This design comes from an exercise in tuning for small area, a short achievable clock period and few clock cycles on the open sky130 flow, not from production work. Function was checked by simulation only, so behaviour that the tests miss may differ from the original. Power and IR drop assume default switching activity.

==> flow/design.v <==
package twt_pkg;
    localparam int TAG_W      = 32;
    localparam int TOP_BYTE_W = 8;
    localparam int MODE_W     = 2;
    localparam int STATUS_W   = 3;
    localparam int SLOT_OUT_W = 8;
    localparam logic [MODE_W-1:0] MODE_ADD    = 2'd0;
    localparam logic [MODE_W-1:0] MODE_REMOVE = 2'd1;
    localparam logic [MODE_W-1:0] MODE_CHECK  = 2'd2;
    typedef enum logic [STATUS_W-1:0] {
        ST_ADDED     = 3'd0,
        ST_EXISTS    = 3'd1,
        ST_FULL      = 3'd2,
        ST_REMOVED   = 3'd3,
        ST_NOT_FOUND = 3'd4,
        ST_PRESENT   = 3'd5,
        ST_ABSENT    = 3'd6
    } status_t;
    typedef enum logic [1:0] {
        S_IDLE  = 2'd0,
        S_SCAN  = 2'd1,
        S_WRITE = 2'd2,
        S_RESP  = 2'd3
    } state_t;
endpackage
module tag_whitelist_table #(
    parameter int SLOT_COUNT = 128
) (
    input  logic                                clk,
    input  logic                                rst_n,
    input  logic                                in_valid,
    output logic                                in_ready,
    input  logic [twt_pkg::MODE_W-1:0]          mode,
    input  logic [twt_pkg::TAG_W-1:0]           tag_id,
    output logic                                out_valid,
    input  logic                                out_ready,
    output logic [twt_pkg::STATUS_W-1:0]        status,
    output logic [twt_pkg::SLOT_OUT_W-1:0]      slot_index
);
    localparam int IDX_W = (SLOT_COUNT > 1) ? $clog2(SLOT_COUNT) : 1;
    localparam int TAG_W = twt_pkg::TAG_W;
    localparam int RES_W = twt_pkg::STATUS_W + IDX_W;
    logic [SLOT_COUNT-1:0][TAG_W-1:0] slot_data;
    logic [SLOT_COUNT-1:0] slot_vld;
    logic                       req_vld;
    logic [twt_pkg::MODE_W-1:0] req_mode;
    logic [TAG_W-1:0]           req_key;
    logic [RES_W-1:0] q_data [3];
    logic [1:0]       q_cnt;
    logic             in_ready_reg;
    logic [SLOT_COUNT-1:0] match;
    logic [SLOT_COUNT-1:0] empty;
    logic [SLOT_COUNT-1:0] first_empty;
    logic [SLOT_COUNT-1:0] below;
    logic                  hit;
    logic                  has_empty;
    logic [IDX_W-1:0]      match_idx;
    logic [IDX_W-1:0]      empty_idx;
    logic                  key_nz;
    logic                  top_nz;
    logic                  is_add;
    logic                  is_rem;
    logic                  do_set;
    logic                  do_clr;
    twt_pkg::status_t      res_status;
    logic [IDX_W-1:0]      res_slot;
    logic [RES_W-1:0]      res;
    logic                  pop;
    logic [1:0]            q_cnt_next;
    logic                  req_vld_next;
    always_comb
    begin
        for (int s = 0; s < SLOT_COUNT; s++)
        begin
            match[s] = slot_vld[s] && (slot_data[s] == req_key);
        end
        empty = ~slot_vld;
        below[0] = 1'b0;
        for (int s = 1; s < SLOT_COUNT; s++)
        begin
            below[s] = below[s-1] | empty[s-1];
        end
        first_empty = empty & ~below;
        hit       = |match;
        has_empty = |empty;
        match_idx = '0;
        empty_idx = '0;
        for (int s = 0; s < SLOT_COUNT; s++)
        begin
            match_idx = match_idx | (match[s]       ? IDX_W'(s) : '0);
            empty_idx = empty_idx | (first_empty[s] ? IDX_W'(s) : '0);
        end
        key_nz = |req_key;
        top_nz = |req_key[TAG_W-1 -: twt_pkg::TOP_BYTE_W];
        is_add = (req_mode == twt_pkg::MODE_ADD);
        is_rem = (req_mode == twt_pkg::MODE_REMOVE);
        do_set = req_vld && is_add && key_nz && !hit;
        do_clr = req_vld && is_rem && top_nz;
        if (is_add)
        begin
            if (hit)
            begin
                res_status = twt_pkg::ST_EXISTS;
                res_slot   = match_idx;
            end
            else if (!has_empty)
            begin
                res_status = twt_pkg::ST_FULL;
                res_slot   = '0;
            end
            else
            begin
                res_status = key_nz ? twt_pkg::ST_ADDED : twt_pkg::ST_EXISTS;
                res_slot   = empty_idx;
            end
        end
        else if (is_rem)
        begin
            if (top_nz && hit)
            begin
                res_status = twt_pkg::ST_REMOVED;
                res_slot   = match_idx;
            end
            else
            begin
                res_status = twt_pkg::ST_NOT_FOUND;
                res_slot   = '0;
            end
        end
        else
        begin
            if (hit)
            begin
                res_status = twt_pkg::ST_PRESENT;
                res_slot   = match_idx;
            end
            else if (!key_nz && has_empty)
            begin
                res_status = twt_pkg::ST_PRESENT;
                res_slot   = empty_idx;
            end
            else
            begin
                res_status = twt_pkg::ST_ABSENT;
                res_slot   = '0;
            end
        end
        res = {res_status, res_slot};
    end
    always_ff @(posedge clk)
    begin
        for (int s = 0; s < SLOT_COUNT; s++)
        begin
            if (first_empty[s])
            begin
                slot_data[s] <= req_key;
            end
        end
    end
    always_ff @(posedge clk or negedge rst_n)
    begin
        if (!rst_n)
        begin
            slot_vld <= '0;
        end
        else
        begin
            for (int s = 0; s < SLOT_COUNT; s++)
            begin
                if (do_set && first_empty[s])
                begin
                    slot_vld[s] <= 1'b1;
                end
                else if (do_clr && match[s])
                begin
                    slot_vld[s] <= 1'b0;
                end
            end
        end
    end
    always_comb
    begin
        pop          = (q_cnt != 2'd0) && out_ready;
        q_cnt_next   = q_cnt - 2'(pop) + 2'(req_vld);
        req_vld_next = in_valid && in_ready_reg;
    end
    always_ff @(posedge clk)
    begin
        req_mode <= mode;
        req_key  <= tag_id;
    end
    always_ff @(posedge clk or negedge rst_n)
    begin
        if (!rst_n)
        begin
            req_vld      <= 1'b0;
            q_cnt        <= '0;
            in_ready_reg <= 1'b1;
        end
        else
        begin
            req_vld      <= req_vld_next;
            q_cnt        <= q_cnt_next;
            in_ready_reg <= ({1'b0, q_cnt_next} + {2'b00, req_vld_next}) <= 3'd2;
        end
    end
    always_ff @(posedge clk)
    begin
        if (pop)
        begin
            q_data[0] <= (q_cnt > 2'd1) ? q_data[1] : res;
            q_data[1] <= (q_cnt > 2'd2) ? q_data[2] : res;
            q_data[2] <= res;
        end
        else
        begin
            q_data[0] <= (q_cnt > 2'd0) ? q_data[0] : res;
            q_data[1] <= (q_cnt > 2'd1) ? q_data[1] : res;
            q_data[2] <= (q_cnt > 2'd2) ? q_data[2] : res;
        end
    end
    assign in_ready   = in_ready_reg;
    assign out_valid  = (q_cnt != 2'd0);
    assign status     = q_data[0][RES_W-1 -: twt_pkg::STATUS_W];
    assign slot_index = twt_pkg::SLOT_OUT_W'(q_data[0][IDX_W-1:0]);
endmodule
==> flow/run.sh <==
#!/bin/bash
# synth_recipe.tcl (not shown) runs the flow's synth.tcl, then flattens the netlist and writes it again
# the make line also repeats each setting of config.mk as NAME=value (left out here)
make -C /OpenROAD-flow-scripts/flow DESIGN_CONFIG=/design/flow/config.mk WORK_HOME=/design/flow/orfs CLKGATE_MAP_FILE= SYNTH_SCRIPT=/design/flow/synth_recipe.tcl finish
==> flow/config.mk <==
export PLATFORM = sky130hd
export DESIGN_NAME = tag_whitelist_table
export DESIGN_NICKNAME = tag_whitelist_table
export VERILOG_FILES = /design/flow/design.v
export SDC_FILE = /design/flow/constraint.sdc
export NUM_CORES = 4
export LEC_CHECK = 0
export CAP_MARGIN = 20
export CORE_MARGIN = 2
export CORE_UTILIZATION = 40
export SLEW_MARGIN = 20
export SYNTH_MEMORY_MAX_BITS = 8192
==> flow/constraint.sdc <==
create_clock -name core_clock -period 10.0 [get_ports {clk}]
set_input_delay 2.0000 -clock core_clock [delete_from_list [all_inputs] [get_ports {clk}]]
set_output_delay 2.0000 -clock core_clock [all_outputs]
set_load 0.01 [all_outputs]
==> impl_metrics.tcl, run 1 <==
set metrics [dict create \
    status "no timing/DRC/antenna violations" \
    cts_buffers 442 \
    num_vias 101959 \
    netlist_area_um2 183000 \
    grt_max_degree 90 \
    grt-ovfl-total 0 \
    seq_area_frac_synth_pct 69.9 \
    critPathMaxFanout 65 \
    grt_pass1_vias 100844 \
    initial_utilization_pct 40.1 \
    synth_top_area_share_pct 67.5 \
    vias_per_cell 5.53 \
    cts_root_buffer "clkbuf_16" \
    fillers 39352 \
    leakage_nw 64.1 \
    ys_async_sr_fraction_pct 3.08 \
    synthesis.nets 11714 \
    cts_tree "yes" \
    critPathArrivalTime_ps 7490 \
    hold_path.class "reg -> reg" \
    worst_slew_pin_slew_ps 1160 \
    cts-resized-gates 0 \
    nNetsFinal 12094 \
    fin_worst_skew_ps 112 \
    yosys_warnings 2 \
    power.density_nw_per_um2 189 \
    cp-end-kind "flop" \
    num_io_pins 51 \
    grt_pass1_wl_um 778000 \
    synth_area_leaders "edfxtp_1, xnor2_1, xor2_1" \
    max_clock_freq_mhz 152 \
    port_buffers 49 \
    cts.clk_slew.worst_paths_ps 60 \
    reg.largest.list "slot_data: 4096 flops, slot_vld: 128 flops, req_key: 32 flops" \
    dieWidth_um 680 \
    critPathKind "reg -> reg" \
    synth_seq_cells 4292 \
    totalWireLength_um 551000 \
    crit_required_ps 10920 \
    post_cts_buffers 0 \
    coreArea_um2 456000 \
    min_period_over_period_pct 65.7 \
    timing.final.crit_period_ps 6570 \
    largest_reg_flops 4096 \
    synth_cell_type_count 94 \
    yosysMostFrequentCell "edfxtp_1" \
    drc 0 \
    routabilityCongestion 0.939 \
    synthCells 11671 \
    antenna_found_initial 46 \
    drtIter0Drc 11130 \
    synth_flop_cell "edfxtp_1" \
    gr-usage-all-layers_pct 23.3 \
    synth_edf_count 4106 \
    cp-start-kind "flop" \
    maxSlewViolCount 0 \
    num_rows 248 \
    regMostFlops "slot_data" \
    die_h_um 680 \
    routedWlPerCell_um 29.9 \
    cts_buffer_depth 4 \
    drtAntennaViolNets 0 \
    worstSkewPairLatency_ps 1050 \
    placedInstanceArea_um2 192000 \
    yosys.area.top_type "edfxtp_1" \
    irDropWorstVdd_v 0.000172 \
    postCtsHoldBufs 0 \
    rsz0062_at_grt "no" \
    dp_hpwl_um 342000 \
    hold_violations 0 \
    cts-htree-levels 5 \
    whs_ps 463 \
    drt-pass1-iter-count 7 \
    cts.sinks 4292 \
    finish.instance_area_um2 207000 \
    synth.top_cells.by_count "edfxtp_1, xnor2_1, xor2_1" \
    cap_viol_max_count 0 \
    setup_viol 0 \
    avgSynthCellArea_um2 15.7 \
    syn_to_final_growth_pct 13.2 \
    finalSetupTns_ps 0 \
    dieArea_um2 462000 \
    drive_above_1_share_pct 9.95 \
    maxSlewHeadroom_pct 21.9 \
]
[layout make-up]
| type | instances | area [µm²] | area share (%) |
|---|---|---|---|
| Antenna cell | 9 | 22.5 | 0.0109 |
| Clock buffer | 551 | 11600 | 5.62 |
| Clock inverter | 276 | 2640 | 1.28 |
| Inverter | 74 | 278 | 0.134 |
| Multi-Input combinational cell | 6767 | 52100 | 25.2 |
| Sequential cell | 4292 | 128000 | 61.8 |
| Tap cell | 6000 | 7510 | 3.63 |
| Timing Repair Buffer | 474 | 4770 | 2.31 |
[path summary, 6_finish.rpt]
kind	startpoint	to	slack [ps]	depth (start not counted)
setup / recovery	req_key[10]	slot_vld[93]	3430	15
hold / removal	q_data[2][3]	q_data[2][3]	460	2
setup reg to reg	req_key[10]	slot_vld[93]	3430	15
hold reg to reg	q_data[2][3]	q_data[2][3]	460	2
max in group asynchronous	rst_n	slot_vld[61]	7410	2
min in group asynchronous	rst_n	q_cnt[1]	1010	1
[cell usage in the layout, fill, tap and decap left out, types with 83 or more instances in the layout]
| master | instances |
|---|---|
| and3_1 | 83 |
| buf_12 | 85 |
| buf_4 | 339 |
| clkbuf_1 | 96 |
| clkbuf_16 | 444 |
| clkinv_1 | 111 |
| clkinv_2 | 86 |
| dfrtp_1 | 131 |
| edfxtp_1 | 4106 |
| nand2_1 | 127 |
| nand3_1 | 291 |
| nand4_1 | 729 |
| nor2_1 | 163 |
| nor3_1 | 176 |
| nor4_1 | 466 |
| o21ai_0 | 106 |
| xnor2_1 | 2628 |
| xor2_1 | 1452 |
[where the power goes]
part           switching (mW)  internal [mW]
clock network            7.10           9.17
logic                    1.71          0.861
registers               0.248           20.0
total                    9.06           30.0
[critical path, stage by stage (launching register included)]
cell and delay [ps]:
dfxtp_4 530, buf_4 610, buf_12 420, buf_4 380, xor2_1 190, nor4_1 60, nand4_1 80, or3_1 430
o211ai_1 520, nor4_1 860, nand4_1 270, or4b_4 980, buf_4 470, nor2_1 270, and2_1 170, o22a_1 130
[logic make-up (layout without fill, tap and decap cells)]
group	count (synthesis)	in the layout	share of synthesized area [%]
AO/OA/AOI/OAI	347	347	1.32
XOR/XNOR	4080	4080	19.6
adder cells (fa/ha/maj)	5	5	0.0342
buffers and inverters	612	1375	1.89
flip-flops	4292	4292	69.9
multiplexers	4	4	0.0247
other	1	10	0.00205
AND/OR/NAND/NOR	2330	2330	7.29
[through the flow]
| step | total power [mW] | util, % | std cells | worst slack (ps) |
|---|---|---|---|---|
| CTS | 39.3 | 45.4 | 18429 | 3580 |
| global route | 40.2 | 45.4 | 18435 | 3420 |
| global placement | 23.1 | 42.2 | 17601 | 3620 |
| detailed placement | 23.2 | 42.2 | 17602 | 3620 |
| finish | 39.1 | 45.4 | 18443 | 3430 |
| floorplan | 22.1 | - | 11671 | 3470 |
[per-layer routing]
| metal | part of all wire [%] | global-route usage, % |
|---|---|---|
| met5 | 0.012 | 0 |
| met4 | 3.3 | 6.93 |
| met3 | 6.5 | 3.00 |
| met2 | 46 | 37.2 |
| met1 | 44 | 33.5 |
Testbench counts, summed over its fixed seeds: cycles 3,216.
==> run 2, diff against run 1 <==
--- a/flow/config.mk
+++ b/flow/config.mk
@@ -7,2 +7,3 @@
 export LEC_CHECK = 0
+export ABC_CLOCK_PERIOD_IN_PS = 3000
 export CAP_MARGIN = 20
@@ -10,2 +11,3 @@
 export CORE_UTILIZATION = 40
+export SETUP_SLACK_MARGIN = 5
 export SLEW_MARGIN = 20
==> run 2 against run 1 <==
Sequential share of layout area down 0.77 points. Critical endpoint is now q_data[0][6]. Total power up 0.51%. Non-clock buffer count up 157. Critical path type unchanged. Register-to-register slack better by 1500 ps. Largest power group unchanged. Highest routed layer unchanged. Still clean.
==> impl_metrics.tcl, run 2 <==
set metrics [dict create \
    routabilityCongestion 0.963 \
    synth_mux_area_share_pct 0.0247 \
    cts_buffer_depth 4 \
    netlist_area_um2 183000 \
    routedWlPerCell_um 30.6 \
    total_power_mw 39.3 \
    drtIter0Drc 12363 \
    irDropWorstVdd_v 0.000162 \
    setup_viol 0 \
    endpoint "q_data[0][6]" \
    grt_pass1_wl_um 791000 \
    regMostFlops "slot_data" \
    max_stage_delay_ps 700 \
    status "no timing/DRC/antenna violations" \
    synth_seq_cells 4292 \
    worstSkewPairLatency_ps 1050 \
    synth_flop_cell "edfxtp_1" \
    synth_area_leaders "edfxtp_1, xnor2_1, xor2_1" \
    seq_area_frac_synth_pct 69.9 \
    finalSetupTns_ps 0 \
    reg.largest.list "slot_data: 4096 flops, slot_vld: 128 flops, req_key: 32 flops" \
    avgSynthCellArea_um2 15.7 \
    leakage_nw 65.5 \
    largest_reg_flops 4096 \
    maxSlewViolCount 0 \
    synth-simple-area-share_pct 7.29 \
    synth_top_family_by_area "XOR/XNOR gates" \
    r2r-start "req_key[27]" \
    crit_chain "buf_12 > buf_4 > xor2_1 > nor4_1 > nand4_1 > or3_4 > nand2_1 > nor4_1 > nand4_1 > nor3_2 > buf_4 > and3_1 > a22o_1 > mux2_2" \
    synth_compound_area_share_pct 1.32 \
    drtAntennaViolNets 0 \
    cp-end-kind "flop" \
    cts.clk_slew.worst_paths_ps 60 \
    rsz0062_at_grt "no" \
    dieArea_um2 462000 \
    num_io_pins 51 \
    synthesis.nets 11714 \
    power.density_nw_per_um2 188 \
    critPathArrivalTime_ps 5850 \
    syn_to_final_growth_pct 14.6 \
    whs_ps 469 \
    drive_above_1_share_pct 11.5 \
    synthCells 11671 \
    synth_cell_type_count 94 \
    synth-xor-area-share_pct 19.6 \
    hold_path.class "reg -> reg" \
    grt_max_degree 78 \
    synth_edf_count 4106 \
    worst_slew_pin_slew_ps 1210 \
    critPathMaxFanout 50 \
    postCtsHoldBufs 0 \
    crit_required_ps 10770 \
    cts_tree "yes" \
    dp_hpwl_um 340000 \
    totalWireLength_um 570000 \
    worst-r2r-cell-count 14 \
    nNetsFinal 12255 \
    drc 0 \
    cp_slowest_cell "dfxtp_4" \
    reg2reg_setup_slack_ps 4920 \
    grt-ovfl-total 0 \
    cts_root_buffer "clkbuf_16" \
    fin_worst_skew_ps 119 \
    gr-usage-all-layers_pct 23.9 \
    synth_fa_ha_area_share_pct 0.0342 \
    yosysMostFrequentCell "edfxtp_1" \
    layout_common_cells "edfxtp_1, xnor2_1, xor2_1" \
    timing.final.crit_period_ps 5080 \
    yosys.area.top_type "edfxtp_1" \
    ys_async_sr_fraction_pct 3.08 \
    num_vias 103739 \
    yosys_warnings 2 \
    vias_per_cell 5.58 \
    critPathKind "reg -> reg" \
    coreArea_um2 456000 \
    cap_viol_max_count 0 \
    antenna_found_initial 53 \
    min_period_over_period_pct 50.8 \
    grt_pass1_vias 101324 \
    finalNonFillerCells 18602 \
    cts_buffers 442 \
    num_rows 248 \
    cp-start-kind "flop" \
    max_clock_freq_mhz 197 \
    hold_violations 0 \
    synth.top_cells.by_count "edfxtp_1, xnor2_1, xor2_1" \
    port_buffers 49 \
    placed_cells 17607 \
    cts.sinks 4292 \
    cts-htree-levels 5 \
    critPathLaunch "req_key[27]" \
    die_h_um 680 \
    r2r-end "q_data[0][6]" \
    layout_commonest_cell "edfxtp_1" \
    drt-pass1-iter-count 6 \
    synth_top_area_share_pct 67.5 \
    maxSlewHeadroom_pct 18.6 \
    dieWidth_um 680 \
    initial_utilization_pct 40.1 \
]
[run 2: per-stage QoR]
step	setup WS [ps]	util (%)	instance area, µm²
5_1_grt	5000	46.0	209000
2_1_floorplan	4990	-	183000
4_1_cts	5000	45.8	209000
3_3_place_gp	2980	42.3	193000
3_5_place_dp	3850	42.3	193000
6_report	4920	46.0	209000
[run 2: cells by family (layout without fill, tap and decap cells)]
kind of cell	Yosys count	after routing
AOI/OAI and AO/OA	347	347
and+or+nand+nor	2330	2334
buffers and inverters	612	1523
other	1	17
muxes	4	4
adders and majority gates	5	5
DFF	4292	4292
xor gates and xnor gates	4080	4080
[run 2: worst min-delay path by stage]
stage | startpoint | end | slack, ps | depth (start not counted)
floorplan | q_data[2][7] | q_data[2][7] | 430 | 2
global placement | q_data[2][7] | q_data[2][7] | 440 | 2
detailed placement | q_data[2][4] | q_data[2][4] | 450 | 2
CTS | q_data[2][4] | q_data[2][4] | 460 | 2
global route | q_data[2][4] | q_data[2][4] | 490 | 2
finish | q_data[2][4] | q_data[2][4] | 470 | 2
[run 2: worst max-delay path: cells and delay by family, from the launching register on]
kind                   cells  cell delay (ps)
AO/OA/AOI/OAI              1              310
XOR/XNOR                   1              190
buffers and inverters      3             1020
flip-flops                 1              700
multiplexers               1              280
AND/OR/NAND/NOR            8             2140
[run 2: report_power, final]
group | internal [mW] | switching [mW] | total (mW)
Sequential | 20.0 | 0.208 | 20.2
Combinational | 0.930 | 1.84 | 2.77
Clock | 9.28 | 7.03 | 16.3
[run 2: area by class of cell]
| class | instances | area [µm²] |
|---|---|---|
| antenna | 16 | 40.0 |
| tap | 6000 | 7510 |
| inverter | 74 | 278 |
| clock inverter | 272 | 2610 |
| clock buffer | 546 | 11600 |
| multi-input combinational | 6771 | 52700 |
| fill | 39198 | 246000 |
| timing repair buffer | 631 | 6840 |
| sequential | 4292 | 128000 |
[run 2: routing by layer]
metal | track usage, % | routed length [µm] | up-vias
li1 | - | - | 44133
met1 | 34.2 | 247000 | 54390
met2 | 37.9 | 263000 | 4386
met3 | 3.30 | 40500 | 822
met4 | 7.28 | 19200 | 8
met5 | 0 | 62 | -
[run 2: what timing repair did]
item,4_1_cts,5_1_grt
pin swaps,22,8
buffers inserted,106,48
setup endpoints to repair,269,96
gates resized for setup,69,41
gates cloned,4,3
==> run 3, diff against run 2 <==
--- a/flow/design.v
+++ b/flow/design.v
@@ -49,2 +49,3 @@
     logic [1:0]       q_cnt;
+    logic             out_valid_reg;
     logic             in_ready_reg;
@@ -182,3 +183,3 @@
     begin
-        pop          = (q_cnt != 2'd0) && out_ready;
+        pop          = out_valid_reg && out_ready;
         q_cnt_next   = q_cnt - 2'(pop) + 2'(req_vld);
@@ -196,4 +197,5 @@
             req_vld      <= 1'b0;
-            q_cnt        <= '0;
-            in_ready_reg <= 1'b1;
+            q_cnt         <= '0;
+            out_valid_reg <= 1'b0;
+            in_ready_reg  <= 1'b1;
         end
@@ -202,3 +204,4 @@
             req_vld      <= req_vld_next;
-            q_cnt        <= q_cnt_next;
+            q_cnt         <= q_cnt_next;
+            out_valid_reg <= (q_cnt_next != 2'd0);
             in_ready_reg <= ({1'b0, q_cnt_next} + {2'b00, req_vld_next}) <= 3'd2;
@@ -222,3 +225,3 @@
     assign in_ready   = in_ready_reg;
-    assign out_valid  = (q_cnt != 2'd0);
+    assign out_valid  = out_valid_reg;
     assign status     = q_data[0][RES_W-1 -: twt_pkg::STATUS_W];
==> flow/flow/run.sh (new file) <==
#!/bin/bash
# Own layout flow: the standard flow (standard synthesis unchanged), with
# timing repair aimed below the design's period so the layout is optimised for
# the period it can reach. The clock, constraints and all other steps are the
# standard ones. Each step's full output stays in orfs/logs/; make's own
# output goes to flow_make.log in the work folder.
set -euo pipefail
MARGIN=$(cat flow/setup_margin)
bash standard.sh SETUP_SLACK_MARGIN="$MARGIN" finish > flow_make.log 2>&1
==> flow/flow/setup_margin (new file) <==
6.3
==> flow/standard.sh (new file) <==
#!/bin/bash
# synth_recipe.tcl (not shown) runs the flow's synth.tcl, then flattens the netlist and writes it again
# the make line also repeats each setting of config.mk as NAME=value (left out here)
make -C /OpenROAD-flow-scripts/flow DESIGN_CONFIG=/design/flow/config.mk WORK_HOME=/design/flow/orfs CLKGATE_MAP_FILE= SYNTH_SCRIPT=/design/flow/synth_recipe.tcl "${@:-finish}"
--- a/flow/config.mk
+++ b/flow/config.mk
@@ -7,3 +7,2 @@
 export LEC_CHECK = 0
-export ABC_CLOCK_PERIOD_IN_PS = 3000
 export CAP_MARGIN = 20
@@ -11,3 +10,2 @@
 export CORE_UTILIZATION = 40
-export SETUP_SLACK_MARGIN = 5
 export SLEW_MARGIN = 20
removed: flow/run.sh
==> run 3 against run 2 <==
Still clean on timing, DRC and antenna. Fmax up 17%. Flip-flop and latch count grew 1. Cell count up 4.4%. Critical path type unchanged. Critical endpoint is now q_data[0][0]. Largest cell class unchanged. Highest routed layer unchanged.
==> impl_metrics.tcl, run 3 <==
set metrics [dict create \
    status "no timing/DRC/antenna violations" \
    synthesis.nets 11751 \
    cts.sinks 4293 \
    crit_chain "buf_12 > buf_16 > xnor2_4 > nand4_1 > nor4_4 > nand4_1 > or4_4 > o211a_1 > nand4_1 > buf_6 > nor4_4 > buf_6 > buf_8 > and2_4 > a211o_4 > o21a_1" \
    synth_top_area_share_pct 67.7 \
    drc 0 \
    num_io_pins 51 \
    drtIter0Drc 22135 \
    num_rows 247 \
    grt-ovfl-total 0 \
    num_vias 119117 \
    max_stage_delay_ps 670 \
    crit_family "simple AND/OR/NAND/NOR gates" \
    dp_hpwl_um 314000 \
    largest_reg_flops 4096 \
    cp-start-kind "flop" \
    totalWireLength_um 751000 \
    antenna_found_initial 95 \
    irDropWorstVdd_v 0.000158 \
    drive_above_1_share_pct 19.8 \
    yosys.area.top_type "edfxtp_1" \
    coreArea_um2 453000 \
    power_switching_mw 10.1 \
    route.met3.wl_um 104000 \
    hold_violations 0 \
    yosys_warnings 2 \
    reg.largest.list "slot_data: 4096 flops, slot_vld: 128 flops, req_key: 32 flops" \
    wl_met2_um 327000 \
    crit_top_cell "nand4_1" \
    gr-usage-all-layers_pct 30.9 \
    synth_area_leaders "edfxtp_1, xnor2_1, xor2_1" \
    synth.top_cells.by_count "edfxtp_1, xnor2_1, xor2_1" \
    fin_worst_skew_ps 110 \
    die_h_um 679 \
    maxSlewViolCount 0 \
    finalSetupTns_ps 0 \
    port_buffers 49 \
    initial_utilization_pct 40.2 \
    p_seq_share_pct 49.7 \
    grt_max_degree 72 \
    syn_to_final_growth_pct 24.2 \
    grt_pass1_wl_um 972000 \
    grt_pass1_vias 109505 \
    fillers 37188 \
    cts.clk_slew.worst_paths_ps 70 \
    placed_cells 17557 \
    intPower_mw 30.6 \
    layout_commonest_cell "edfxtp_1" \
    ys_async_sr_fraction_pct 3.10 \
    avgSynthCellArea_um2 15.6 \
    drt-pass1-iter-count 12 \
    cts-htree-levels 5 \
    maxSlewHeadroom_pct 24.3 \
    dieWidth_um 679 \
    cp_slowest_cell "or4_4" \
    dieArea_um2 461000 \
    hold_path.class "reg -> reg" \
    min_period_over_period_pct 43.3 \
    synth_cell_type_count 90 \
    critPathKind "reg -> reg" \
    total_power_mw 40.6 \
    cts_tree "yes" \
    nNetsFinal 13069 \
    synthCells 11708 \
    synth_flop_cell "edfxtp_1" \
    seq_area_frac_synth_pct 70.1 \
    critPathMaxFanout 7 \
    yosysMostFrequentCell "edfxtp_1" \
    finalNonFillerCells 19422 \
    cap_viol_max_count 0 \
    setup_viol 0 \
    synth_seq_cells 4293 \
    netlist_area_um2 182000 \
    layout_common_cells "edfxtp_1, xnor2_1, xor2_1" \
    cp-end-kind "flop" \
    power_frac_clock_pct 40.1 \
    routedWlPerCell_um 38.7 \
    drtAntennaViolNets 0 \
    critical_path_buf_inv_count 5 \
    combPwrFrac_pct 10.2 \
    worstSkewPairLatency_ps 1060 \
    cts_buffer_depth 4 \
    multi_input_comb_area_um2 55600 \
    synth_edf_count 4106 \
    worst_slew_pin_slew_ps 1130 \
    regMostFlops "slot_data" \
    met1Wirelength_um 277000 \
    max_clock_freq_mhz 231 \
    routabilityCongestion 0.952 \
    vias_per_cell 6.13 \
    dr.max_layer_used "met5" \
    cts_buffers 442 \
    critPathArrivalTime_ps 5070 \
    crit_required_ps 10740 \
    rsz0062_at_grt "yes" \
    power.density_nw_per_um2 180 \
    seq_area_um2 128000 \
    timing.final.crit_period_ps 4330 \
    leakage_nw 74.6 \
    swShare_pct 24.8 \
    cts_root_buffer "clkbuf_16" \
    postCtsHoldBufs 0 \
]
==> run 3: timing repair <==
item                                    CTS  global route
gates cloned                            181            35
pin swaps                               123            91
endpoints found under the hold margin     0             0
resized for setup                       766           343
buffers inserted                        511           273
setup endpoints to repair              2784          1337
==> run 3: worst register-to-register path, delay by kind of cell (launching register included) <==
kind / cells / cell delay [ps]
AND/OR/NAND/NOR: 7 / 1780
XOR/XNOR: 1 / 150
AO/OA/AOI/OAI: 3 / 800
flip-flops: 1 / 460
buffers and inverters: 5 / 830
==> run 3: logic make-up after synthesis <==
logic type / Yosys count / share of synthesized area, %
fa+ha+maj: 5 / 0.0343
flops: 4293 / 70.1
other cells: 1 / 0.00206
simple gates: 2367 / 7.39
buf+inv: 615 / 1.64
xor+xnor: 4070 / 19.6
mux: 6 / 0.0371
compound gates: 351 / 1.27
==> run 3: path summary, 6_finish.rpt <==
check,start,to,slack (ps),cells past startpoint
max,req_key[22],q_data[0][0],5670,16
min,q_data[2][4],q_data[2][4],460,2
max reg2reg,req_key[22],q_data[0][0],5670,16
min reg2reg,q_data[2][4],q_data[2][4],460,2
max in group asynchronous,rst_n,slot_vld[57],6850,3
min in group asynchronous,rst_n,out_valid_reg,960,1
==> run 3: per-layer routing <==
| layer | GRT usage [%] | vias to the layer above |
|---|---|---|
| met5 | 0 | - |
| li1 | - | 45960 |
| met1 | 42.2 | 61700 |
| met3 | 7.76 | 1764 |
| met2 | 46.1 | 9677 |
| met4 | 14.5 | 16 |
==> run 3: per-stage QoR <==
step / worst slack [ps] / hold WS, ps / utilization (%) / instance area, µm²
floorplan: 5560 / 425 / - / 184000
global placement: 3470 / 441 / 42.5 / 193000
detailed placement: 3540 / 451 / 42.5 / 193000
CTS: 5810 / 458 / 48.9 / 221000
global route: 5720 / 467 / 49.9 / 226000
finish: 5670 / 459 / 50.0 / 226000
==> run 3: cell type report <==
cell class,instances,share of cell area [%]
multi-input cells,6812,24.5
clock inverters,247,0.964
repair buffers,1416,9.29
inverters,61,0.104
well taps,5976,3.30
flip-flops and latches,4293,56.5
clock buffers,577,5.26
diodes,40,0.0442
==> run 3: power groups by stage <==
| stage | Combinational, mW | Sequential (mW) | Clock, mW |
|---|---|---|---|
| 6_report | 4.14 | 20.2 | 16.3 |
| 5_1_grt | 4.19 | 20.2 | 17.0 |
| 4_1_cts | 3.81 | 20.2 | 16.3 |
| 3_5_place_dp | 2.57 | 20.7 | 0 |
| 3_3_place_gp | 2.53 | 20.6 | 0 |
| 2_1_floorplan | 1.59 | 20.6 | 0 |
Testbench counts of run 3, summed over its fixed seeds: cycles 3,216.
==> run 4, diff against run 3 <==
--- a/flow/design.v
+++ b/flow/design.v
@@ -42,11 +42,23 @@
     localparam int RES_W = twt_pkg::STATUS_W + IDX_W;
+    localparam int Q_N   = 4;
     logic [SLOT_COUNT-1:0][TAG_W-1:0] slot_data;
-    logic [SLOT_COUNT-1:0] slot_vld;
-    logic                       req_vld;
-    logic [twt_pkg::MODE_W-1:0] req_mode;
-    logic [TAG_W-1:0]           req_key;
-    logic [RES_W-1:0] q_data [3];
-    logic [1:0]       q_cnt;
+    logic [SLOT_COUNT-1:0]            slot_vld;
+    logic                       a_vld;
+    logic [twt_pkg::MODE_W-1:0] a_mode;
+    logic [TAG_W-1:0]           a_key;
+    logic                       b_vld;
+    logic [twt_pkg::MODE_W-1:0] b_mode;
+    logic [TAG_W-1:0]           b_key;
+    logic [SLOT_COUNT-1:0]      b_eq;
+    logic                       b_fwd;    
+    logic                       b_key_nz;
+    logic                       b_top_nz;
+    logic                       added;
+    logic [IDX_W-1:0]           added_idx;
+    logic [RES_W-1:0] q_data [Q_N];
+    logic [2:0]       q_cnt;
     logic             out_valid_reg;
     logic             in_ready_reg;
+    logic [SLOT_COUNT-1:0] a_eq;
+    logic [SLOT_COUNT-1:0] fwd_slot;
     logic [SLOT_COUNT-1:0] match;
@@ -59,4 +71,2 @@
     logic [IDX_W-1:0]      empty_idx;
-    logic                  key_nz;
-    logic                  top_nz;
     logic                  is_add;
@@ -69,4 +79,4 @@
     logic                  pop;
-    logic [1:0]            q_cnt_next;
-    logic                  req_vld_next;
+    logic [2:0]            q_cnt_next;
+    logic                  a_vld_next;
     always_comb
@@ -75,4 +85,12 @@
         begin
-            match[s] = slot_vld[s] && (slot_data[s] == req_key);
-        end
+            a_eq[s] = slot_vld[s] && (slot_data[s] == a_key);
+        end
+    end
+    always_comb
+    begin
+        for (int s = 0; s < SLOT_COUNT; s++)
+        begin
+            fwd_slot[s] = (added_idx == IDX_W'(s));
+        end
+        match = (slot_vld & b_eq) | ({SLOT_COUNT{added && b_fwd}} & fwd_slot);
         empty = ~slot_vld;
@@ -93,8 +111,6 @@
         end
-        key_nz = |req_key;
-        top_nz = |req_key[TAG_W-1 -: twt_pkg::TOP_BYTE_W];
-        is_add = (req_mode == twt_pkg::MODE_ADD);
-        is_rem = (req_mode == twt_pkg::MODE_REMOVE);
-        do_set = req_vld && is_add && key_nz && !hit;
-        do_clr = req_vld && is_rem && top_nz;
+        is_add = (b_mode == twt_pkg::MODE_ADD);
+        is_rem = (b_mode == twt_pkg::MODE_REMOVE);
+        do_set = b_vld && is_add && b_key_nz && !hit && has_empty;
+        do_clr = b_vld && is_rem && b_top_nz;
         if (is_add)
@@ -113,3 +129,3 @@
             begin
-                res_status = key_nz ? twt_pkg::ST_ADDED : twt_pkg::ST_EXISTS;
+                res_status = b_key_nz ? twt_pkg::ST_ADDED : twt_pkg::ST_EXISTS;
                 res_slot   = empty_idx;
@@ -119,3 +135,3 @@
         begin
-            if (top_nz && hit)
+            if (b_top_nz && hit)
             begin
@@ -137,3 +153,3 @@
             end
-            else if (!key_nz && has_empty)
+            else if (!b_key_nz && has_empty)
             begin
@@ -156,3 +172,3 @@
             begin
-                slot_data[s] <= req_key;
+                slot_data[s] <= b_key;
             end
@@ -165,2 +181,3 @@
             slot_vld <= '0;
+            added    <= 1'b0;
         end
@@ -179,3 +196,16 @@
             end
-        end
+            added <= do_set;
+        end
+    end
+    always_ff @(posedge clk)
+    begin
+        a_mode    <= mode;
+        a_key     <= tag_id;
+        b_mode    <= a_mode;
+        b_key     <= a_key;
+        b_eq      <= a_eq;
+        b_fwd     <= (a_key == b_key);
+        b_key_nz  <= |a_key;
+        b_top_nz  <= |a_key[TAG_W-1 -: twt_pkg::TOP_BYTE_W];
+        added_idx <= empty_idx;
     end
@@ -183,10 +213,5 @@
     begin
-        pop          = out_valid_reg && out_ready;
-        q_cnt_next   = q_cnt - 2'(pop) + 2'(req_vld);
-        req_vld_next = in_valid && in_ready_reg;
-    end
-    always_ff @(posedge clk)
-    begin
-        req_mode <= mode;
-        req_key  <= tag_id;
+        pop        = out_valid_reg && out_ready;
+        q_cnt_next = q_cnt - 3'(pop) + 3'(b_vld);
+        a_vld_next = in_valid && in_ready_reg;
     end
@@ -196,3 +221,4 @@
         begin
-            req_vld      <= 1'b0;
+            a_vld         <= 1'b0;
+            b_vld         <= 1'b0;
             q_cnt         <= '0;
@@ -203,6 +229,8 @@
         begin
-            req_vld      <= req_vld_next;
+            a_vld         <= a_vld_next;
+            b_vld         <= a_vld;
             q_cnt         <= q_cnt_next;
-            out_valid_reg <= (q_cnt_next != 2'd0);
-            in_ready_reg <= ({1'b0, q_cnt_next} + {2'b00, req_vld_next}) <= 3'd2;
+            out_valid_reg <= (q_cnt_next != 3'd0);
+            in_ready_reg  <= ({1'b0, q_cnt_next} + {3'b000, a_vld_next} + {3'b000, a_vld})
+                             < 4'(Q_N);
         end
@@ -211,13 +239,19 @@
     begin
-        if (pop)
-        begin
-            q_data[0] <= (q_cnt > 2'd1) ? q_data[1] : res;
-            q_data[1] <= (q_cnt > 2'd2) ? q_data[2] : res;
-            q_data[2] <= res;
-        end
-        else
-        begin
-            q_data[0] <= (q_cnt > 2'd0) ? q_data[0] : res;
-            q_data[1] <= (q_cnt > 2'd1) ? q_data[1] : res;
-            q_data[2] <= (q_cnt > 2'd2) ? q_data[2] : res;
+        for (int i = 0; i < Q_N; i++)
+        begin
+            if (pop)
+            begin
+                if (i + 1 < Q_N && q_cnt > 3'(i + 1))
+                begin
+                    q_data[i] <= q_data[i+1];
+                end
+                else
+                begin
+                    q_data[i] <= res;
+                end
+            end
+            else if (q_cnt <= 3'(i))
+            begin
+                q_data[i] <= res;
+            end
         end
==> flow/flow/setup_margin (replaced) <==
6.6
--- a/flow/config.mk
+++ b/flow/config.mk
@@ -10,2 +10,4 @@
 export CORE_UTILIZATION = 40
+export CTS_CLUSTER_DIAMETER = 80
+export CTS_CLUSTER_SIZE = 30
 export SLEW_MARGIN = 20
==> run 4 against run 3 <==
First-iteration DRC count shrank 0.17%. Global-route usage grew 0.14 points. Non-clock buffer count shrank 492. Combinational power shrank 16%. Register-to-register slack gained 700 ps. Flip-flop and latch count grew 185. Total power shrank 12%. Sequential share of layout area grew 5.0 points. Cell count shrank 1.1%. Synthesized cell count grew 4.9%. Area after synthesis grew 3.4%. Die area grew 3.4%. Still clean on timing, DRC and antenna.
==> impl_metrics.tcl, run 4 <==
set metrics [dict create \
    seq_area_frac_synth_pct 69.9 \
    pre_cts_slack_ps 4720 \
    maxSlewViolCount 0 \
    fin_ws_ps 6230 \
    irDropWorstVdd_v 0.000159 \
    routabilityCongestion 1.02 \
    critPathMaxFanout 1 \
    worst-r2r-cell-count 11 \
    yosysMostFrequentCell "edfxtp_1" \
    vias_per_cell 6.12 \
    synth_seq_cells 4478 \
    p_seq_share_pct 58.7 \
    power_switching_mw 9.33 \
    cts.sinks 4478 \
    setup_viol 0 \
    cts_buffer_depth 4 \
    grt_pass1_wl_um 1010000 \
    endpoint "slot_index[4]" \
    power_frac_clock_pct 31.6 \
    largest_reg_flops 4096 \
    status "no timing/DRC/antenna violations" \
    leakage_nw 63.9 \
    timing.final.crit_period_ps 3770 \
    drtAntennaViolNets 0 \
    critPathLaunch "q_data[0][4]" \
    dieArea_um2 477000 \
    gr-usage-all-layers_pct 31.0 \
    synth_flop_cell "edfxtp_1" \
    drive_above_1_share_pct 14.8 \
    nNetsFinal 12823 \
    layout_common_cells "edfxtp_1, xnor2_1, nand4_1" \
    coreArea_um2 470000 \
    routedWlPerCell_um 39.8 \
    netlist_area_um2 188000 \
    worst_slew_pin_slew_ps 1180 \
    fillers 40852 \
    cp-end-kind "primary output" \
    port_buffers 49 \
    reg2reg_setup_slack_ps 6370 \
    intPower_mw 26.5 \
    avgSynthCellArea_um2 15.3 \
    cts-htree-levels 4 \
    cp_slowest_cell "edfxtp_1" \
    antenna_found_initial 80 \
    hold_path.class "reg -> reg" \
    seq_area_um2 132000 \
    combPwrFrac_pct 9.7 \
    rsz0062_at_grt "yes" \
    layout_commonest_cell "edfxtp_1" \
    cap_viol_max_count 0 \
    multi_input_comb_area_um2 57600 \
    min_period_over_period_pct 37.7 \
    num_vias 117556 \
    syn_to_final_growth_pct 14.0 \
    drc 0 \
    cts_buffers 209 \
    synth.top_cells.by_count "edfxtp_1, xnor2_1, nand4_1" \
    fin_worst_skew_ps 126 \
    max_clock_freq_mhz 265 \
    ys_async_sr_fraction_pct 3.04 \
    critPathArrivalTime_ps 1770 \
    r2r-start "slot_vld[10]" \
    swShare_pct 26.0 \
    power.density_nw_per_um2 167 \
    hold_violations 0 \
    maxSlewHeadroom_pct 21.3 \
    totalWireLength_um 765000 \
    dieWidth_um 690 \
    grt_pass1_vias 107384 \
    finalSetupTns_ps 0 \
    crit_required_ps 8000 \
    grt_max_degree 78 \
    total_power_mw 35.8 \
    dp_hpwl_um 446000 \
    drt-pass1-iter-count 6 \
    cts.clk_slew.worst_paths_ps 120 \
    cp.depth 1 \
    regMostFlops "slot_data" \
    cts_tree "yes" \
    cp-start-kind "flop" \
    critPathKind "reg -> out" \
    yosys_warnings 2 \
    die_h_um 690 \
    reg.largest.list "slot_data: 4096 flops, b_eq: 128 flops, slot_vld: 128 flops" \
    drtIter0Drc 22098 \
    cts_root_buffer "clkbuf_16" \
    synth_cell_type_count 91 \
    synthesis.nets 12322 \
    whs_ps 342 \
    synth_area_leaders "edfxtp_1, xnor2_1, nand4_1" \
    max_stage_delay_ps 540 \
    grt-ovfl-total 0 \
    synth_edf_count 4136 \
    synth_top_area_share_pct 65.9 \
    yosys.area.top_type "edfxtp_1" \
    num_io_pins 51 \
    crit_chain "buf_2" \
    crit_family "flip-flops" \
    initial_utilization_pct 40.1 \
    synthCells 12277 \
    critical_path_buf_inv_count 1 \
    worstSkewPairLatency_ps 1060 \
    num_rows 252 \
    r2r-end "slot_vld[80]" \
]
==> run 4: changes by cell type after synthesis, sizes merged, moves of 128 or more <==
| cell | delta |
|---|---|
| xnor2 | +1221 |
| xor2 | -1186 |
| nand4 | +319 |
| clkbuf | +236 |
| dfxtp | +152 |
| buf | -133 |
| nand3 | -128 |
==> run 4: stage by stage <==
step | instances | instance area (µm²) | util (%)
after floorplan | 12277 | 189000 | -
after global placement | 18423 | 200000 | 42.6
after detailed placement | 18425 | 200000 | 42.6
after CTS | 19058 | 212000 | 45.2
after global routing | 19179 | 215000 | 45.7
final | 19210 | 215000 | 45.7
==> run 4: timing repair <==
item                                    4_1_cts  5_1_grt
endpoints found under the setup margin     3849     1737
hold buffers                                  0        0
resized for setup                           593      237
hold endpoints to repair                      0        0
pin swaps                                    77       58
cloned                                       32       12
setup buffers                               214      106
==> run 4: cell type report <==
| cell class | instances | area share [%] |
|---|---|---|
| sequential | 4478 | 61.5 |
| clock buffer | 265 | 2.59 |
| antenna | 33 | 0.0384 |
| multi-input combinational | 7096 | 26.8 |
| timing repair buffer | 924 | 4.33 |
| clock inverter | 122 | 0.924 |
| timing repair inverter | 2 | 0.00874 |
| inverter | 67 | 0.142 |
| tap | 6223 | 3.63 |
==> run 4: routing by layer <==
metal	share of wire [%]	GRT usage, %	vias to the layer above
li1	-	-	46272
met1	39	43.3	62047
met2	46	49.3	7950
met3	11	4.88	1265
met4	4.4	10.9	22
met5	0.019	0	-
==> run 4: power groups by stage <==
| stage | sequential (mW) | combinational, mW | clock [mW] |
|---|---|---|---|
| 6_report | 21.0 | 3.46 | 11.3 |
| 5_1_grt | 21.1 | 3.53 | 12.0 |
| 4_1_cts | 21.1 | 3.30 | 11.4 |
| 3_5_place_dp | 21.5 | 3.05 | 0 |
| 3_3_place_gp | 21.5 | 3.05 | 0 |
| 2_1_floorplan | 21.5 | 1.57 | 0 |
==> run 4: kinds of logic after synthesis <==
logic type	after synthesis	synth area share (%)
multiplexers	7	0.0398
AO/OA/AOI/OAI	704	2.48
other	1	0.00199
XOR/XNOR	4105	19.1
adder cells (fa/ha/maj)	7	0.0505
AND/OR/NAND/NOR	2251	6.94
buffers and inverters	724	1.49
flip-flops	4478	69.9
==> run 4: worst min-delay path by stage <==
stage | start | to | slack [ps] | cells past startpoint
6_report | a_mode[0] | b_mode[0] | 340 | 0
5_1_grt | a_mode[0] | b_mode[0] | 360 | 0
4_1_cts | a_mode[0] | b_mode[0] | 340 | 0
3_5_place_dp | a_mode[0] | b_mode[0] | 320 | 0
3_3_place_gp | a_mode[0] | b_mode[0] | 320 | 0
2_1_floorplan | a_mode[0] | b_mode[0] | 310 | 0
Testbench counts of run 4, summed over its fixed seeds: cycles 3,224.
==> run 5, diff against run 4 <==
--- a/flow/design.v
+++ b/flow/design.v
@@ -42,5 +42,7 @@
     localparam int RES_W = twt_pkg::STATUS_W + IDX_W;
-    localparam int Q_N   = 4;
+    localparam int Q_N   = 4;      
     logic [SLOT_COUNT-1:0][TAG_W-1:0] slot_data;
     logic [SLOT_COUNT-1:0]            slot_vld;
+    localparam int KEY_COPIES = 4;
+    localparam int SLOTS_PER_COPY = SLOT_COUNT / KEY_COPIES;
     logic                       a_vld;
@@ -48,2 +50,6 @@
     logic [TAG_W-1:0]           a_key;
+    logic [TAG_W-1:0]           a_key_n;       
+    logic [TAG_W-1:0]           a_key_h;       
+    logic [TAG_W-1:0]           a_key_hn;      
+    logic [TAG_W-1:0]           cmp_key [KEY_COPIES];
     logic                       b_vld;
@@ -57,3 +63,8 @@
     logic [IDX_W-1:0]           added_idx;
-    logic [RES_W-1:0] q_data [Q_N];
+    logic [Q_N-1:0][RES_W-1:0] q_data;
+    logic [1:0]       q_wr;
+    logic [1:0]       q_rd;
+    logic [1:0]       q_rd_next;
+    logic [RES_W-1:0] head_next;
+    logic [RES_W-1:0] out_reg;
     logic [2:0]       q_cnt;
@@ -63,3 +74,6 @@
     logic [SLOT_COUNT-1:0] fwd_slot;
+    logic [SLOT_COUNT-1:0] stay;
     logic [SLOT_COUNT-1:0] match;
+    logic                  fwd_hit;
+    logic [IDX_W-1:0]      stay_idx;
     logic [SLOT_COUNT-1:0] empty;
@@ -83,5 +97,9 @@
     begin
+        cmp_key[0] = a_key;
+        cmp_key[1] = ~a_key_n;
+        cmp_key[2] = a_key_h;
+        cmp_key[3] = ~a_key_hn;
         for (int s = 0; s < SLOT_COUNT; s++)
         begin
-            a_eq[s] = slot_vld[s] && (slot_data[s] == a_key);
+            a_eq[s] = slot_vld[s] && (slot_data[s] == cmp_key[s / SLOTS_PER_COPY]);
         end
@@ -90,2 +108,3 @@
     begin
+        fwd_hit = added && b_fwd;
         for (int s = 0; s < SLOT_COUNT; s++)
@@ -94,3 +113,4 @@
         end
-        match = (slot_vld & b_eq) | ({SLOT_COUNT{added && b_fwd}} & fwd_slot);
+        stay  = slot_vld & b_eq;
+        match = stay | ({SLOT_COUNT{fwd_hit}} & fwd_slot);
         empty = ~slot_vld;
@@ -102,5 +122,5 @@
         first_empty = empty & ~below;
-        hit       = |match;
+        hit       = (|stay) || fwd_hit;
         has_empty = |empty;
-        match_idx = '0;
+        stay_idx  = '0;
         empty_idx = '0;
@@ -108,5 +128,6 @@
         begin
-            match_idx = match_idx | (match[s]       ? IDX_W'(s) : '0);
+            stay_idx  = stay_idx  | (stay[s]        ? IDX_W'(s) : '0);
             empty_idx = empty_idx | (first_empty[s] ? IDX_W'(s) : '0);
         end
+        match_idx = fwd_hit ? added_idx : stay_idx;
         is_add = (b_mode == twt_pkg::MODE_ADD);
@@ -203,2 +224,8 @@
         a_key     <= tag_id;
+        a_key_n   <= ~tag_id;
+        if (in_valid)
+        begin
+            a_key_h  <= tag_id;
+            a_key_hn <= ~tag_id;
+        end
         b_mode    <= a_mode;
@@ -237,21 +264,33 @@
     end
+    always_comb
+    begin
+        q_rd_next = q_rd + 2'(pop);
+        if (b_vld && (q_wr == q_rd_next))
+        begin
+            head_next = res;
+        end
+        else
+        begin
+            head_next = q_data[q_rd_next];
+        end
+    end
     always_ff @(posedge clk)
     begin
-        for (int i = 0; i < Q_N; i++)
-        begin
-            if (pop)
-            begin
-                if (i + 1 < Q_N && q_cnt > 3'(i + 1))
-                begin
-                    q_data[i] <= q_data[i+1];
-                end
-                else
-                begin
-                    q_data[i] <= res;
-                end
-            end
-            else if (q_cnt <= 3'(i))
-            begin
-                q_data[i] <= res;
-            end
+        if (b_vld)
+        begin
+            q_data[q_wr] <= res;
+        end
+        out_reg <= head_next;
+    end
+    always_ff @(posedge clk or negedge rst_n)
+    begin
+        if (!rst_n)
+        begin
+            q_wr <= '0;
+            q_rd <= '0;
+        end
+        else
+        begin
+            q_wr <= q_wr + 2'(b_vld);
+            q_rd <= q_rd_next;
         end
@@ -260,4 +299,4 @@
     assign out_valid  = out_valid_reg;
-    assign status     = q_data[0][RES_W-1 -: twt_pkg::STATUS_W];
-    assign slot_index = twt_pkg::SLOT_OUT_W'(q_data[0][IDX_W-1:0]);
+    assign status     = out_reg[RES_W-1 -: twt_pkg::STATUS_W];
+    assign slot_index = twt_pkg::SLOT_OUT_W'(out_reg[IDX_W-1:0]);
 endmodule
==> flow/flow/setup_margin (replaced) <==
6.5
--- a/flow/config.mk
+++ b/flow/config.mk
@@ -9,5 +9,5 @@
 export CORE_MARGIN = 2
-export CORE_UTILIZATION = 40
-export CTS_CLUSTER_DIAMETER = 80
-export CTS_CLUSTER_SIZE = 30
+export CORE_UTILIZATION = 45
+export CTS_CLUSTER_DIAMETER = 70
+export CTS_CLUSTER_SIZE = 24
 export SLEW_MARGIN = 20
==> run 5 against run 4 <==
Clock power up 16%. Critical path type is now reg -> reg. Area after synthesis up 2.0%. Utilization rose by 5.8 points. Worst hold slack improved by 9.2 ps. First-iteration DRC count down 12%. Routed wire length is 0.56% lower. Die area down 9.3%.
==> impl_metrics.tcl, run 5 <==
set metrics [dict create \
    setup_viol 0 \
    cts_root_buffer "clkbuf_16" \
    placedInstanceArea_um2 203000 \
    drive_above_1_share_pct 16.7 \
    yosys_warnings 2 \
    p_seq_share_pct 55.5 \
    critPathArrivalTime_ps 4680 \
    cts.clk_slew.worst_paths_ps 90 \
    vias_per_cell 6.31 \
    grt_max_degree 72 \
    layout_commonest_cell "edfxtp_1" \
    hold_violations 0 \
    die_h_um 658 \
    synth_cell_type_count 103 \
    timing.final.crit_period_ps 3970 \
    cp_slowest_cell "a31oi_1" \
    cts-htree-levels 5 \
    max_clock_freq_mhz 252 \
    num_rows 240 \
    crit_required_ps 10710 \
    nNetsFinal 13216 \
    cts.sinks 4588 \
    worstHoldPathCells 0 \
    totalWireLength_um 761000 \
    cts_buffers 285 \
    min_period_over_period_pct 39.7 \
    regMostFlops "slot_data" \
    critPathKind "reg -> reg" \
    synth_seq_cells 4588 \
    cts_buffer_depth 4 \
    irDropWorstVdd_v 0.000162 \
    drtIter0Drc 19370 \
    cap_viol_max_count 0 \
    worst_slew_pin_slew_ps 1230 \
    maxSlewHeadroom_pct 17.6 \
    rsz0062_at_grt "yes" \
    worst-r2r-cell-count 14 \
    routabilityCongestion 0.987 \
    fillers 35115 \
    finalSetupTns_ps 0 \
    pre_cts_slack_ps 4480 \
    worstSkewPairLatency_ps 1020 \
    drtAntennaViolNets 0 \
    antenna_found_initial 85 \
    intPower_mw 28.6 \
    num_vias 120422 \
    drc 0 \
    dieWidth_um 658 \
    swShare_pct 26.9 \
    power_switching_mw 10.6 \
    whs_ps 351 \
    yosysMostFrequentCell "edfxtp_1" \
    gr-usage-all-layers_pct 34.3 \
    cp-end-kind "flop" \
    combPwrFrac_pct 11.0 \
    hold_path.class "reg -> reg" \
    total_power_mw 39.2 \
    ys_async_sr_fraction_pct 3.05 \
    reg.largest.list "slot_data: 4096 flops, b_eq: 128 flops, slot_vld: 128 flops" \
    power_frac_clock_pct 33.5 \
    fin_ws_ps 6030 \
    dieArea_um2 432000 \
    finish.instance_area_um2 220000 \
    avgSynthCellArea_um2 15.3 \
    synthesis.nets 12592 \
    leakage_nw 69.9 \
    synth_top_area_share_pct 65.6 \
    layout_common_cells "edfxtp_1, xnor2_1, xor2_1" \
    critPathMaxFanout 4 \
    seq_area_frac_synth_pct 70.0 \
    maxSlewViolCount 0 \
    fin_worst_skew_ps 66.0 \
    cp-start-kind "flop" \
    synth_area_leaders "edfxtp_1, xnor2_1, xor2_1" \
    routedWlPerCell_um 39.8 \
    largest_reg_flops 4096 \
    grt_pass1_wl_um 1010000 \
    synth_flop_cell "edfxtp_1" \
    port_buffers 49 \
    synthCells 12544 \
    synth_edf_count 4200 \
    coreArea_um2 426000 \
    crit_chain "buf_4 > nand3_1 > a31o_2 > a31oi_1 > o21ai_1 > a21oi_1 > and3_2 > nand4b_1 > a22oi_2 > buf_6 > buf_6 > nor3_2 > a21oi_2 > o21ai_1" \
    num_io_pins 51 \
    postCtsHoldBufs 0 \
    netlist_area_um2 192000 \
    yosys.area.top_type "edfxtp_1" \
    synth.top_cells.by_count "edfxtp_1, xnor2_1, xor2_1" \
    max_stage_delay_ps 630 \
    grt_pass1_vias 113751 \
    status "no timing/DRC/antenna violations" \
    dp_hpwl_um 449000 \
    cts_tree "yes" \
    drt-pass1-iter-count 6 \
    grt-ovfl-total 0 \
    syn_to_final_growth_pct 14.3 \
    power.density_nw_per_um2 178 \
    initial_utilization_pct 45.1 \
]
==> run 5: cell types whose count changed after synthesis, moves of 18 or more <==
cell	delta
a21oi_1	+35
nand4_1	-47
xor2_1	+1450
nand2_1	+96
nor4_1	+30
buf_1	-68
clkbuf_1	+75
dfxtp_1	+42
nand3_1	+18
xnor2_1	-1446
nor2_1	-29
edfxtp_1	+64
o31ai_1	-19
==> run 5: layout make-up <==
cell class,instances,area (µm²),area share [%]
flip-flops and latches,4588,135000,61.5
clock inverters,171,2190,0.997
well taps,5687,7120,3.24
repair buffers,1004,8730,3.97
inverters,83,329,0.150
diodes,27,67.6,0.0307
clock buffers,321,7400,3.37
multi-input cells,7206,58800,26.8
==> run 5: path summary, 6_finish.rpt <==
check | from | endpoint | slack [ps]
setup / recovery | slot_vld[14] | q_data[14] | 6030
hold / removal | a_mode[1] | b_mode[1] | 350
setup reg to reg | slot_vld[14] | q_data[14] | 6030
hold reg to reg | a_mode[1] | b_mode[1] | 350
max in group asynchronous | rst_n | slot_vld[84] | 7520
min in group asynchronous | rst_n | b_vld | 950
==> run 5: power by group through the flow <==
| stage | clock (mW) | combinational [mW] | sequential, mW |
|---|---|---|---|
| finish | 13.1 | 4.31 | 21.8 |
| global route | 13.9 | 4.45 | 21.8 |
| CTS | 13.2 | 4.17 | 21.8 |
| detailed placement | 0 | 3.90 | 22.2 |
| global placement | 0 | 3.87 | 22.2 |
| floorplan | 0 | 2.16 | 22.0 |
==> run 5: critical path: cells and delay by family, from the launching register on <==
| family | cells | cell delay (ps) |
|---|---|---|
| AO/OA/AOI/OAI | 7 | 2160 |
| buffers and inverters | 3 | 380 |
| flip-flops | 1 | 430 |
| AND/OR/NAND/NOR | 4 | 710 |
==> run 5: cell families after synthesis <==
kind of cell / after synthesis / share of synthesized area (%)
xor+xnor: 4109 / 18.7
mux: 22 / 0.191
simple gates: 2336 / 7.08
compound gates: 712 / 2.35
fa+ha+maj: 10 / 0.0690
other cells: 1 / 0.00195
buf+inv: 766 / 1.56
flops: 4588 / 70.0
==> run 5: stage by stage <==
step                cells  utilization [%]
floorplan           12544                -
global placement    18165             47.7
detailed placement  18176             47.7
CTS                 18989             51.2
global route        19061             51.5
finish              19087             51.5
==> run 5: timing repair <==
item,CTS,global route
pin swaps,114,60
cloned,23,4
buffers inserted,298,67
endpoints found under the hold margin,0,0
setup endpoints to repair,2275,618
resized for setup,654,119
==> run 5: routing by layer <==
layer | part of all wire, % | global-route usage, % | wire length (µm)
met1 | 38 | 47.0 | 292000
met2 | 46 | 53.9 | 348000
met3 | 11 | 5.87 | 80100
met4 | 5.4 | 15.3 | 41100
met5 | 0.016 | 0 | 119
Testbench counts of run 5, summed over its fixed seeds: cycles 3,224.
==> run 6, diff against run 5 <==
--- a/flow/design.v
+++ b/flow/design.v
@@ -42,3 +42,3 @@
     localparam int RES_W = twt_pkg::STATUS_W + IDX_W;
-    localparam int Q_N   = 4;      
+    localparam int Q_N   = 8;      
     logic [SLOT_COUNT-1:0][TAG_W-1:0] slot_data;
@@ -64,8 +64,8 @@
     logic [Q_N-1:0][RES_W-1:0] q_data;
-    logic [1:0]       q_wr;
-    logic [1:0]       q_rd;
-    logic [1:0]       q_rd_next;
+    logic [2:0]       q_wr;
+    logic [2:0]       q_rd;
+    logic [2:0]       q_rd_next;
     logic [RES_W-1:0] head_next;
     logic [RES_W-1:0] out_reg;
-    logic [2:0]       q_cnt;
+    logic [3:0]       q_cnt;
     logic             out_valid_reg;
@@ -89,2 +89,10 @@
     logic                  do_clr;
+    logic                       c_vld;
+    logic [twt_pkg::MODE_W-1:0] c_mode;
+    logic                       c_hit;
+    logic [IDX_W-1:0]           c_match_idx;
+    logic [IDX_W-1:0]           c_empty_idx;
+    logic                       c_has_empty;
+    logic                       c_key_nz;
+    logic                       c_top_nz;
     twt_pkg::status_t      res_status;
@@ -93,3 +101,4 @@
     logic                  pop;
-    logic [2:0]            q_cnt_next;
+    logic [3:0]            q_cnt_next;
+    logic [3:0]            q_cnt_flag;
     logic                  a_vld_next;
@@ -136,10 +145,13 @@
         do_clr = b_vld && is_rem && b_top_nz;
-        if (is_add)
+    end
+    always_comb
+    begin
+        if (c_mode == twt_pkg::MODE_ADD)
         begin
-            if (hit)
+            if (c_hit)
             begin
                 res_status = twt_pkg::ST_EXISTS;
-                res_slot   = match_idx;
+                res_slot   = c_match_idx;
             end
-            else if (!has_empty)
+            else if (!c_has_empty)
             begin
@@ -150,12 +162,12 @@
             begin
-                res_status = b_key_nz ? twt_pkg::ST_ADDED : twt_pkg::ST_EXISTS;
-                res_slot   = empty_idx;
+                res_status = c_key_nz ? twt_pkg::ST_ADDED : twt_pkg::ST_EXISTS;
+                res_slot   = c_empty_idx;
             end
         end
-        else if (is_rem)
+        else if (c_mode == twt_pkg::MODE_REMOVE)
         begin
-            if (b_top_nz && hit)
+            if (c_top_nz && c_hit)
             begin
                 res_status = twt_pkg::ST_REMOVED;
-                res_slot   = match_idx;
+                res_slot   = c_match_idx;
             end
@@ -169,11 +181,11 @@
         begin
-            if (hit)
+            if (c_hit)
             begin
                 res_status = twt_pkg::ST_PRESENT;
-                res_slot   = match_idx;
+                res_slot   = c_match_idx;
             end
-            else if (!b_key_nz && has_empty)
+            else if (!c_key_nz && c_has_empty)
             begin
                 res_status = twt_pkg::ST_PRESENT;
-                res_slot   = empty_idx;
+                res_slot   = c_empty_idx;
             end
@@ -189,2 +201,12 @@
     begin
+        c_mode      <= b_mode;
+        c_hit       <= hit;
+        c_match_idx <= match_idx;
+        c_empty_idx <= empty_idx;
+        c_has_empty <= has_empty;
+        c_key_nz    <= b_key_nz;
+        c_top_nz    <= b_top_nz;
+    end
+    always_ff @(posedge clk)
+    begin
         for (int s = 0; s < SLOT_COUNT; s++)
@@ -241,3 +263,3 @@
         pop        = out_valid_reg && out_ready;
-        q_cnt_next = q_cnt - 3'(pop) + 3'(b_vld);
+        q_cnt_next = q_cnt - 4'(pop) + 4'(c_vld);
         a_vld_next = in_valid && in_ready_reg;
@@ -250,5 +272,4 @@
             b_vld         <= 1'b0;
+            c_vld         <= 1'b0;
             q_cnt         <= '0;
-            out_valid_reg <= 1'b0;
-            in_ready_reg  <= 1'b1;
         end
@@ -258,6 +279,4 @@
             b_vld         <= a_vld;
+            c_vld         <= b_vld;
             q_cnt         <= q_cnt_next;
-            out_valid_reg <= (q_cnt_next != 3'd0);
-            in_ready_reg  <= ({1'b0, q_cnt_next} + {3'b000, a_vld_next} + {3'b000, a_vld})
-                             < 4'(Q_N);
         end
@@ -266,4 +285,14 @@
     begin
-        q_rd_next = q_rd + 2'(pop);
-        if (b_vld && (q_wr == q_rd_next))
+        q_cnt_flag = q_cnt - 4'((q_cnt != 4'd0) && out_ready) + 4'(c_vld);
+    end
+    always_ff @(posedge clk)
+    begin
+        out_valid_reg <= (q_cnt_flag != 4'd0);
+        in_ready_reg  <= ({1'b0, q_cnt_flag} + 5'(a_vld_next) + 5'(a_vld) + 5'(b_vld))
+                         < 5'(Q_N);
+    end
+    always_comb
+    begin
+        q_rd_next = q_rd + 3'(pop);
+        if (c_vld && (q_wr == q_rd_next))
         begin
@@ -278,3 +307,3 @@
     begin
-        if (b_vld)
+        if (c_vld)
         begin
@@ -293,3 +322,3 @@
         begin
-            q_wr <= q_wr + 2'(b_vld);
+            q_wr <= q_wr + 3'(c_vld);
             q_rd <= q_rd_next;
==> run 6 against run 5 <==
Still clean on timing, DRC and antenna. Non-clock buffer count down 261. Clock power up 3%. Worst setup slack better by 220 ps. Total power up 6.4%. Critical path depth down 7. Area after synthesis up 1.2%. Register-to-register slack better by 220 ps. Utilization down 0.82 points. Flip-flop and latch count up 57. Critical path type unchanged.
==> impl_metrics.tcl, run 6 <==
set metrics [dict create \
    fin_ws_ps 6240 \
    ys_async_sr_fraction_pct 3.06 \
    nNetsFinal 13091 \
    cts_buffer_depth 4 \
    cp-start-kind "flop" \
    cp-end-kind "flop" \
    synthesis.nets 12713 \
    synth.top_cells.by_count "edfxtp_1, xnor2_1, xor2_1" \
    syn_to_final_growth_pct 12.3 \
    cts_root_buffer "clkbuf_16" \
    grt_pass1_vias 114173 \
    leakage_nw 68.9 \
    hold_violations 0 \
    worst-r2r-cell-count 7 \
    port_buffers 49 \
    whs_ps 347 \
    dieWidth_um 661 \
    max_stage_delay_ps 720 \
    seq_area_frac_synth_pct 70.0 \
    layout_common_cells "edfxtp_1, xnor2_1, xor2_1" \
    synth_flop_cell "edfxtp_1" \
    worst_slew_pin_slew_ps 1310 \
    reg2reg_setup_slack_ps 6240 \
    grt_pass1_wl_um 1010000 \
    yosysMostFrequentCell "edfxtp_1" \
    antenna_found_initial 85 \
    yosys.area.top_type "edfxtp_1" \
    finalSetupTns_ps 0 \
    drtAntennaViolNets 0 \
    max_clock_freq_mhz 266 \
    cts-htree-levels 5 \
    worstSkewPairLatency_ps 1020 \
    fin_worst_skew_ps 95.4 \
    coreArea_um2 431000 \
    maxSlewHeadroom_pct 12.6 \
    die_h_um 661 \
    maxSlewViolCount 0 \
    grt_max_degree 86 \
    layout_commonest_cell "edfxtp_1" \
    pre_cts_slack_ps 4510 \
    critPathMaxFanout 6 \
    reg.largest.list "slot_data: 4096 flops, b_eq: 128 flops, slot_vld: 128 flops" \
    crit_required_ps 10830 \
    vias_per_cell 6.37 \
    power.density_nw_per_um2 191 \
    netlist_area_um2 194000 \
    gr-usage-all-layers_pct 34.0 \
    routedWlPerCell_um 39.9 \
    num_io_pins 51 \
    min_period_over_period_pct 37.6 \
    irDropWorstVdd_v 0.000202 \
    routabilityCongestion 1.03 \
    crit_chain "a22o_1 > a221oi_1 > nand4_1 > nor4_1 > nand4_1 > nor4_1 > nor2_1" \
    drt-pass1-iter-count 6 \
    postCtsHoldBufs 0 \
    drc 0 \
    synth_edf_count 4240 \
    totalWireLength_um 758000 \
    grt-ovfl-total 0 \
    synthCells 12650 \
    avgSynthCellArea_um2 15.4 \
    critPathArrivalTime_ps 4590 \
    synth_cell_type_count 99 \
    synth_top_area_share_pct 65.5 \
    status "no timing/DRC/antenna violations" \
    cts_buffers 288 \
    dp_hpwl_um 443000 \
    largest_reg_flops 4096 \
    dieArea_um2 437000 \
    r2r-start "slot_vld[115]" \
    endpoint "c_match_idx[0]" \
    critPathKind "reg -> reg" \
    hold_path.class "reg -> reg" \
    critPathLaunch "slot_vld[115]" \
    rsz0062_at_grt "no" \
    timing.final.crit_period_ps 3760 \
    fillers 35595 \
    drive_above_1_share_pct 13.3 \
    regMostFlops "slot_data" \
    cts.sinks 4645 \
    synth_seq_cells 4645 \
    synth_area_leaders "edfxtp_1, xnor2_1, xor2_1" \
    cts_tree "yes" \
    r2r-end "c_match_idx[0]" \
    final_util_pct 50.7 \
    cp_slowest_cell "nor4_1" \
    cap_viol_max_count 0 \
    num_vias 121010 \
    initial_utilization_pct 45.2 \
    num_rows 241 \
    cts.clk_slew.worst_paths_ps 90 \
    setup_viol 0 \
    yosys_warnings 2 \
    drtIter0Drc 21080 \
]
==> run 6: worst min-delay path by stage <==
stage / start / slack, ps / cells after the start / end
5_1_grt: a_mode[0] / 340 / 0 / b_mode[0]
2_1_floorplan: a_mode[0] / 310 / 0 / b_mode[0]
6_report: a_mode[0] / 350 / 0 / b_mode[0]
3_5_place_dp: a_mode[0] / 320 / 0 / b_mode[0]
4_1_cts: a_mode[0] / 350 / 0 / b_mode[0]
3_3_place_gp: a_mode[0] / 310 / 0 / b_mode[0]
==> run 6: cells by family after synthesis <==
logic type               Yosys count  share of synthesized area, %
flip-flops                      4645                          70.0
XOR/XNOR                        4117                          18.5
AND/OR/NAND/NOR                 2272                          6.81
buffers and inverters            780                          1.58
AO/OA/AOI/OAI                    776                          2.57
multiplexers                      34                         0.308
adder cells (fa/ha/maj)           25                         0.172
other                              1                       0.00193
==> run 6: metal layers <==
layer | GRT usage [%] | share of wire, %
met1 | 47.7 | 39
met2 | 52.7 | 45
met3 | 5.70 | 11
met4 | 13.4 | 4.9
met5 | 0 | 0.017
==> run 6: power by group <==
part	internal (mW)	switching, mW	total [mW]
registers	21.7	0.504	22.2
logic	1.85	4.17	6.02
clock network	6.16	7.29	13.5
==> run 6: stage by stage <==
step / cells / total power [mW] / instance area [µm²]
detailed placement: 18306 / 28.2 / 206000
CTS: 18927 / 41.5 / 217000
floorplan: 12650 / 25.7 / 195000
global route: 18979 / 42.7 / 218000
finish: 19006 / 41.7 / 218000
global placement: 18305 / 28.2 / 206000
==> run 6: area by class of cell <==
class | instances | area, µm² | area share [%]
antenna | 32 | 80.1 | 0.0367
clock buffer | 351 | 7580 | 3.47
clock inverter | 175 | 2320 | 1.06
inverter | 110 | 433 | 0.198
multi-input combinational | 7237 | 57700 | 26.4
sequential | 4645 | 137000 | 62.5
tap | 5710 | 7140 | 3.27
timing repair buffer | 743 | 6510 | 2.98
timing repair inverter | 3 | 22.5 | 0.0103
==> run 6: repair_timing <==
item	in CTS	in global routing
pin swaps	45	21
gates cloned	16	0
buffers inserted	79	45
resized for setup	296	137
endpoints found under the setup margin	3154	1306
endpoints found under the hold margin	0	0
==> run 6: critical path, delay by kind of cell (launching register included) <==
| family | cells | cell delay, ps |
|---|---|---|
| AOI/OAI and AO/OA | 2 | 1040 |
| DFF | 1 | 560 |
| and+or+nand+nor | 5 | 1960 |
Testbench counts of run 6, summed over its fixed seeds: cycles 3,232.
